This is an optimization exercise on Yosys and OpenROAD, whose aim is small area, a short achievable clock period and few clock cycles, not a production implementation. Where RTL was checked, it was by simulation tests only, not by an equivalence proof against the original. Power figures rest on the tool's default switching activity, not on a simulated workload. No driver is modelled on the clock port, so clocking that relies on it looks cheaper here than on a real chip.

==> flow/design.v <==
package egress_stamper_pkg;
    localparam int PACKET_XFER_LEN = 32;
    localparam int LEN_MSB  = 31;
    localparam int LEN_LSB  = 24;
    localparam int DEST_MSB = 15;
    localparam int DEST_LSB = 8;
    localparam int SRC_MSB  = 15;
    localparam int SRC_LSB  = 8;
    localparam int MIN_PKT_BYTES = 24;
    localparam int END_TIME_IDX  = 5;
    localparam int RING_SLOTS = 63;
    function automatic logic len_legal(input logic [7:0] len);
        len_legal = (len[1:0] == 2'b00) && (len[7:2] >= 6'd6);
    endfunction
endpackage
module pkt_ring #(
    parameter int DATA_W = 32,
    parameter int SLOTS  = 63
) (
    input  logic              clk,
    input  logic              we,
    input  logic [DATA_W-1:0] wdata,
    output logic [DATA_W-1:0] rdata
);
    logic [DATA_W-1:0] stage [SLOTS];
    always_ff @(posedge clk) begin
        stage[0] <= we ? wdata : stage[SLOTS-1];
        for (int i = 1; i < SLOTS; i++) begin
            stage[i] <= stage[i-1];
        end
    end
    assign rdata = stage[SLOTS-2];
endmodule
module egress_stamper #(
    parameter int PACKET_XFER_LEN = egress_stamper_pkg::PACKET_XFER_LEN,
    parameter int MAX_WORDS       = 64
) (
    input  logic                       clk,
    input  logic                       reset,
    input  logic                       in_valid,
    input  logic                       in_sop,
    input  logic [PACKET_XFER_LEN-1:0] in_data,
    output logic                       in_ready,
    input  logic [31:0]                counter,
    input  logic                       egress_full,
    output logic                       out_write_en,
    output logic [PACKET_XFER_LEN-1:0] out_data,
    output logic                       busy,
    output logic                       drop_pulse,
    output logic [15:0]                drop_count
);
    localparam int L = egress_stamper_pkg::RING_SLOTS;
    function automatic logic [5:0] inc_slot(input logic [5:0] s);
        inc_slot = (s == 6'(L - 1)) ? 6'd0 : s + 6'd1;
    endfunction
    logic [5:0] ph, rs, rs2;       
    logic       collecting;        
    logic [5:0] cs;                
    logic [5:0] wrem;              
    logic       lastq;             
    logic [5:0] tail;              
    logic [5:0] nh;                
    logic       hdr_at;            
    logic [9:0] npkt;              
    logic [5:0] bcnt;              
    logic       bl_nz;             
    logic [2:0] bidx;              
    logic       tapsel, ctrsel;    
    logic       ef_q;              
    logic       dvalid;
    logic [PACKET_XFER_LEN-1:0] tap;
    logic bl_gt1, bl_one, bidx4, w2, npk_nz;
    logic rs_eq_tail, rs_eq_nh, rs_eq_cs, rs2_eq_nh, rs2_eq_cs, skip;
    assign bl_gt1        = (bcnt[5:2] != 4'd0) || (bcnt[1:0] == 2'd3);
    assign bl_one        = bl_nz && !bl_gt1;
    assign bidx4         = (bidx == 3'(egress_stamper_pkg::END_TIME_IDX - 1));
    assign w2            = (wrem == 6'd3);
    assign npk_nz        = npkt[0];
    assign rs_eq_tail    = (rs == tail);
    assign rs_eq_nh      = (rs == nh);
    assign rs_eq_cs      = (rs == cs);
    assign rs2_eq_nh     = (rs2 == nh);
    assign rs2_eq_cs     = (rs2 == cs);
    assign skip          = dvalid && !bl_nz && !npk_nz;
    logic acc, sop_legal, sop_acc, dat_acc, cnow, start, egress_ok;
    logic hdr_new, abort_legal, abort_bad, direct_hdr, keep_dead;
    assign acc         = in_valid && in_ready;
    assign sop_legal   = egress_stamper_pkg::len_legal(in_data[31:24]);
    assign sop_acc     = acc && in_sop;
    assign dat_acc     = acc && !in_sop && collecting;
    assign cnow        = dat_acc && lastq;
    assign hdr_new     = sop_acc && sop_legal;
    assign abort_legal = hdr_new && collecting;
    assign abort_bad   = sop_acc && !sop_legal && collecting;
    assign egress_ok   = !egress_full || !ef_q;
    assign start       = hdr_at && !bl_nz && egress_ok && (npk_nz || cnow);
    assign direct_hdr  = hdr_new && (collecting ? (!npk_nz && !bl_nz) : !busy);
    assign keep_dead   = abort_legal && !direct_hdr;
    logic       collecting_n, dvalid_n, bl_nz_n, busy_n, in_ready_n, we_n;
    logic [9:0] npkt_n;
    logic       we;                
    logic       tail_is_rs_n, nh_is_rs_n, hdr_at_n, lastq_n;
    logic [5:0] tail_n, nh_n;
    assign nh_n = direct_hdr ? ph : skip ? cs : bl_one ? rs2 : nh;
    assign dvalid_n = !direct_hdr && !skip && (dvalid || abort_legal);
    assign tail_n = (hdr_new || dat_acc) ? rs : abort_bad ? cs : tail;
    assign collecting_n = hdr_new || (collecting && !abort_bad && !cnow);
    assign lastq_n = !sop_acc && (dat_acc ? w2 : lastq);
    assign bl_nz_n   = start || bl_gt1;
    assign npkt_n = start ? (cnow ? npkt : {1'b0, npkt[9:1]}) :
                            (cnow ? {npkt[8:0], 1'b1} : npkt);
    assign busy_n = bl_gt1 || npk_nz || (collecting ? !abort_bad : hdr_new);
    assign tail_is_rs_n = hdr_new || dat_acc || rs_eq_tail;
    assign nh_is_rs_n   = direct_hdr ? 1'b0 : skip ? rs_eq_cs : (!bl_one && rs_eq_nh);
    assign we_n       = !busy_n || (tail_is_rs_n && (bl_nz_n || !nh_is_rs_n));
    assign in_ready_n = !busy_n ||
                        (!(sop_acc && collecting) && !(dvalid && !skip) &&
                         tail_is_rs_n && (bl_nz_n || !nh_is_rs_n));
    assign hdr_at_n = !direct_hdr && (skip ? rs2_eq_cs : (bl_one || rs2_eq_nh));
    logic drop_any, drop_two, dc_sat, dc_sat_n;
    logic [15:0] dc_m1, dc_m2;
    assign drop_any = sop_acc && (collecting || !sop_legal);
    assign drop_two = sop_acc && collecting && !sop_legal;
    always_comb begin
        dc_m1[0] = 1'b1;
        dc_m2[0] = 1'b0;
        dc_m2[1] = 1'b1;
        for (int i = 1; i < 16; i++) dc_m1[i] = dc_m1[i-1] && drop_count[i-1];
        for (int i = 2; i < 16; i++) dc_m2[i] = dc_m2[i-1] && drop_count[i-1];
    end
    assign dc_sat_n = dc_sat ||
                      (drop_any && (drop_count == 16'hFFFD)) ||
                      (drop_two && (drop_count == 16'hFFFC));
    pkt_ring #(
        .DATA_W(PACKET_XFER_LEN),
        .SLOTS (L)
    ) u_ring (
        .clk  (clk),
        .we   (we),
        .wdata(in_data),
        .rdata(tap)
    );
    always_ff @(posedge clk) begin
        ef_q <= egress_full;
        if (reset) begin
            ph           <= 6'd0;
            rs           <= 6'd1;
            rs2          <= 6'd2;
            collecting   <= 1'b0;
            lastq        <= 1'b0;
            npkt         <= '0;
            bcnt         <= 6'd0;
            bl_nz        <= 1'b0;
            tapsel       <= 1'b0;
            ctrsel       <= 1'b0;
            hdr_at       <= 1'b0;
            dvalid       <= 1'b0;
            drop_pulse   <= 1'b0;
            drop_count   <= 16'd0;
            dc_sat       <= 1'b0;
            out_write_en <= 1'b0;
            out_data     <= '0;
            busy         <= 1'b0;
            in_ready     <= 1'b1;
            we           <= 1'b1;
        end else begin
            ph  <= rs;
            rs  <= rs2;
            rs2 <= inc_slot(rs2);
            drop_pulse <= drop_any;
            dc_sat     <= dc_sat_n;
            if (drop_any) begin
                drop_count <= dc_sat ? 16'hFFFF : (drop_count ^ (drop_two ? dc_m2 : dc_m1));
            end
            out_write_en <= start;
            out_data     <= (tap & {PACKET_XFER_LEN{start || tapsel}}) |
                            (PACKET_XFER_LEN'(counter) & {PACKET_XFER_LEN{ctrsel}});
            tapsel <= start || (bl_gt1 && !bidx4);
            ctrsel <= bl_gt1 && bidx4;
            if (start) begin
                bcnt <= tap[31:26];
                bidx <= 3'd1;
            end else if (bl_nz) begin
                bcnt <= bcnt - 6'd1;
                if (bidx != 3'd7) bidx <= bidx + 3'd1;
            end
            bl_nz   <= bl_nz_n;
            npkt    <= npkt_n;
            nh         <= nh_n;
            hdr_at     <= hdr_at_n;
            dvalid     <= dvalid_n;
            tail       <= tail_n;
            collecting <= collecting_n;
            lastq      <= lastq_n;
            busy       <= busy_n;
            in_ready   <= in_ready_n;
            we         <= we_n;
        end
        if (hdr_new) begin
            cs   <= ph;
            wrem <= in_data[31:26];
        end else if (dat_acc) begin
            wrem <= wrem - 6'd1;
        end
    end
endmodule
Settings: LEC_CHECK=0, ABC_CLOCK_PERIOD_IN_PS=1800, CAP_MARGIN=20, CORE_MARGIN=2, CORE_UTILIZATION=55, CTS_BUF_LIST=sky130_fd_sc_hd__clkbuf_4 sky130_fd_sc_hd__clkbuf_8 sky130_fd_sc_hd__clkbuf_16, CTS_CLUSTER_DIAMETER=100, CTS_CLUSTER_SIZE=30, SETUP_SLACK_MARGIN=2.1, SLEW_MARGIN=20; clock period 4.0 ns.
standard.sh (not shown) runs the stock make flow with config.mk's settings and CLKGATE_MAP_FILE= SYNTH_SCRIPT=/design/flow/synth_recipe.tcl, a recipe that flattens the netlist after the stock synthesis.
==> flow/flow/run.sh <==
#!/bin/bash
# The standard layout (standard.sh) with two changes to how it is made:
# ports are buffered with buf_2 cells rather than delay cells, and the clock
# tree gets no dummy loads. standard.sh's whole output goes to standard.log;
# ORFS keeps each step's own log under orfs/logs.
set -euo pipefail
export BUFFER_PORTS_ARGS="-buffer_cell sky130_fd_sc_hd__buf_2"
export CTS_ARGS="-sink_clustering_enable -repair_clock_nets -dont_use_dummy_load -sink_clustering_size 30 -sink_clustering_max_diameter 100 -buf_list {sky130_fd_sc_hd__clkbuf_4 sky130_fd_sc_hd__clkbuf_8 sky130_fd_sc_hd__clkbuf_16}"
bash standard.sh > standard.log 2>&1
The baseline completed without violations.
Testbench counts at the start, summed over its fixed seeds: cycles 29,379.
Then changed:
--- a/flow/design.v
+++ b/flow/design.v
@@ -51,11 +51,12 @@
 );
     localparam int L = egress_stamper_pkg::RING_SLOTS;
     function automatic logic [5:0] inc_slot(input logic [5:0] s);
         inc_slot = (s == 6'(L - 1)) ? 6'd0 : s + 6'd1;
     endfunction
-    logic [5:0] ph, rs, rs2;       
+    logic [5:0] ph, rs;            
+    logic [5:0] rs_inc;            
     logic       collecting;        
     logic [5:0] cs;                
     logic [5:0] wrem;              
     logic       lastq;             
     logic [5:0] tail;              
@@ -68,21 +69,21 @@
     logic       tapsel, ctrsel;    
     logic       ef_q;              
     logic       dvalid;
     logic [PACKET_XFER_LEN-1:0] tap;
     logic bl_gt1, bl_one, bidx4, w2, npk_nz;
-    logic rs_eq_tail, rs_eq_nh, rs_eq_cs, rs2_eq_nh, rs2_eq_cs, skip;
+    logic rs_eq_tail, rs_eq_nh, rs_eq_cs, skip;
     assign bl_gt1        = (bcnt[5:2] != 4'd0) || (bcnt[1:0] == 2'd3);
     assign bl_one        = bl_nz && !bl_gt1;
     assign bidx4         = (bidx == 3'(egress_stamper_pkg::END_TIME_IDX - 1));
     assign w2            = (wrem == 6'd3);
     assign npk_nz        = npkt[0];
     assign rs_eq_tail    = (rs == tail);
     assign rs_eq_nh      = (rs == nh);
     assign rs_eq_cs      = (rs == cs);
-    assign rs2_eq_nh     = (rs2 == nh);
-    assign rs2_eq_cs     = (rs2 == cs);
+    assign rs_inc        = inc_slot(rs);
+    assign hdr_at        = rs_eq_nh;
     assign skip          = dvalid && !bl_nz && !npk_nz;
     logic acc, sop_legal, sop_acc, dat_acc, cnow, start, egress_ok;
     logic hdr_new, abort_legal, abort_bad, direct_hdr, keep_dead;
     assign acc         = in_valid && in_ready;
     assign sop_legal   = egress_stamper_pkg::len_legal(in_data[31:24]);
@@ -97,13 +98,13 @@
     assign direct_hdr  = hdr_new && (collecting ? (!npk_nz && !bl_nz) : !busy);
     assign keep_dead   = abort_legal && !direct_hdr;
     logic       collecting_n, dvalid_n, bl_nz_n, busy_n, in_ready_n, we_n;
     logic [9:0] npkt_n;
     logic       we;                
-    logic       tail_is_rs_n, nh_is_rs_n, hdr_at_n, lastq_n;
+    logic       tail_is_rs_n, nh_is_rs_n, lastq_n;
     logic [5:0] tail_n, nh_n;
-    assign nh_n = direct_hdr ? ph : skip ? cs : bl_one ? rs2 : nh;
+    assign nh_n = direct_hdr ? ph : skip ? cs : bl_one ? rs_inc : nh;
     assign dvalid_n = !direct_hdr && !skip && (dvalid || abort_legal);
     assign tail_n = (hdr_new || dat_acc) ? rs : abort_bad ? cs : tail;
     assign collecting_n = hdr_new || (collecting && !abort_bad && !cnow);
     assign lastq_n = !sop_acc && (dat_acc ? w2 : lastq);
     assign bl_nz_n   = start || bl_gt1;
@@ -114,11 +115,10 @@
     assign nh_is_rs_n   = direct_hdr ? 1'b0 : skip ? rs_eq_cs : (!bl_one && rs_eq_nh);
     assign we_n       = !busy_n || (tail_is_rs_n && (bl_nz_n || !nh_is_rs_n));
     assign in_ready_n = !busy_n ||
                         (!(sop_acc && collecting) && !(dvalid && !skip) &&
                          tail_is_rs_n && (bl_nz_n || !nh_is_rs_n));
-    assign hdr_at_n = !direct_hdr && (skip ? rs2_eq_cs : (bl_one || rs2_eq_nh));
     logic drop_any, drop_two, dc_sat, dc_sat_n;
     logic [15:0] dc_m1, dc_m2;
     assign drop_any = sop_acc && (collecting || !sop_legal);
     assign drop_two = sop_acc && collecting && !sop_legal;
     always_comb begin
@@ -143,19 +143,17 @@
     always_ff @(posedge clk) begin
         ef_q <= egress_full;
         if (reset) begin
             ph           <= 6'd0;
             rs           <= 6'd1;
-            rs2          <= 6'd2;
             collecting   <= 1'b0;
             lastq        <= 1'b0;
             npkt         <= '0;
             bcnt         <= 6'd0;
             bl_nz        <= 1'b0;
             tapsel       <= 1'b0;
             ctrsel       <= 1'b0;
-            hdr_at       <= 1'b0;
             dvalid       <= 1'b0;
             drop_pulse   <= 1'b0;
             drop_count   <= 16'd0;
             dc_sat       <= 1'b0;
             out_write_en <= 1'b0;
@@ -163,12 +161,11 @@
             busy         <= 1'b0;
             in_ready     <= 1'b1;
             we           <= 1'b1;
         end else begin
             ph  <= rs;
-            rs  <= rs2;
-            rs2 <= inc_slot(rs2);
+            rs  <= rs_inc;
             drop_pulse <= drop_any;
             dc_sat     <= dc_sat_n;
             if (drop_any) begin
                 drop_count <= dc_sat ? 16'hFFFF : (drop_count ^ (drop_two ? dc_m2 : dc_m1));
             end
@@ -185,11 +182,10 @@
                 if (bidx != 3'd7) bidx <= bidx + 3'd1;
             end
             bl_nz   <= bl_nz_n;
             npkt    <= npkt_n;
             nh         <= nh_n;
-            hdr_at     <= hdr_at_n;
             dvalid     <= dvalid_n;
             tail       <= tail_n;
             collecting <= collecting_n;
             lastq      <= lastq_n;
             busy       <= busy_n;
Combinational power is higher by about a fifth.
Clock-buffer cell count stays the same.
Routed wire length is lower slightly.
Non-clock buffer count goes up by 5.
Design area is higher slightly.
Fmax falls by a few percent.
Total power goes up slightly.
Flip-flop and latch count went down by 7.
Setup slack gets worse by 120 ps.
Function not checked in the second run of this note: the RTL went through the layout flow alone.

## separate check: timing with driven ports
In the flow no input, the clock included, has a driving cell. The finished layouts below were timed again as built, in two steps.
Step 1 assumes that a clkbuf_16 drives the clock port and a buf_2 every other input.
Step 2 also shifts input and output timing later by t, the mid clock arrival at the registers, as if the neighbouring blocks saw the same clock.
Three values: no drivers, after step 1, after step 2; two values: the first two.
run	t, ns	setup WS [ns]	latest minus earliest clock arrival (ns)	worst data-port slew with drivers (ns)	pins driven straight from the clock port
the first run	0.673	2.078 / 2.020 / 1.409	0.059 / 0.058	0.09	1
the second run	0.664	1.953 / 1.976 / 1.312	0.084 / 0.084	0.09	1
After both steps setup and hold are still met in every run listed. For the first run, which loses most, drivers alone change the setup slack by -0.058 ns; drivers and shift together by -0.669 ns.
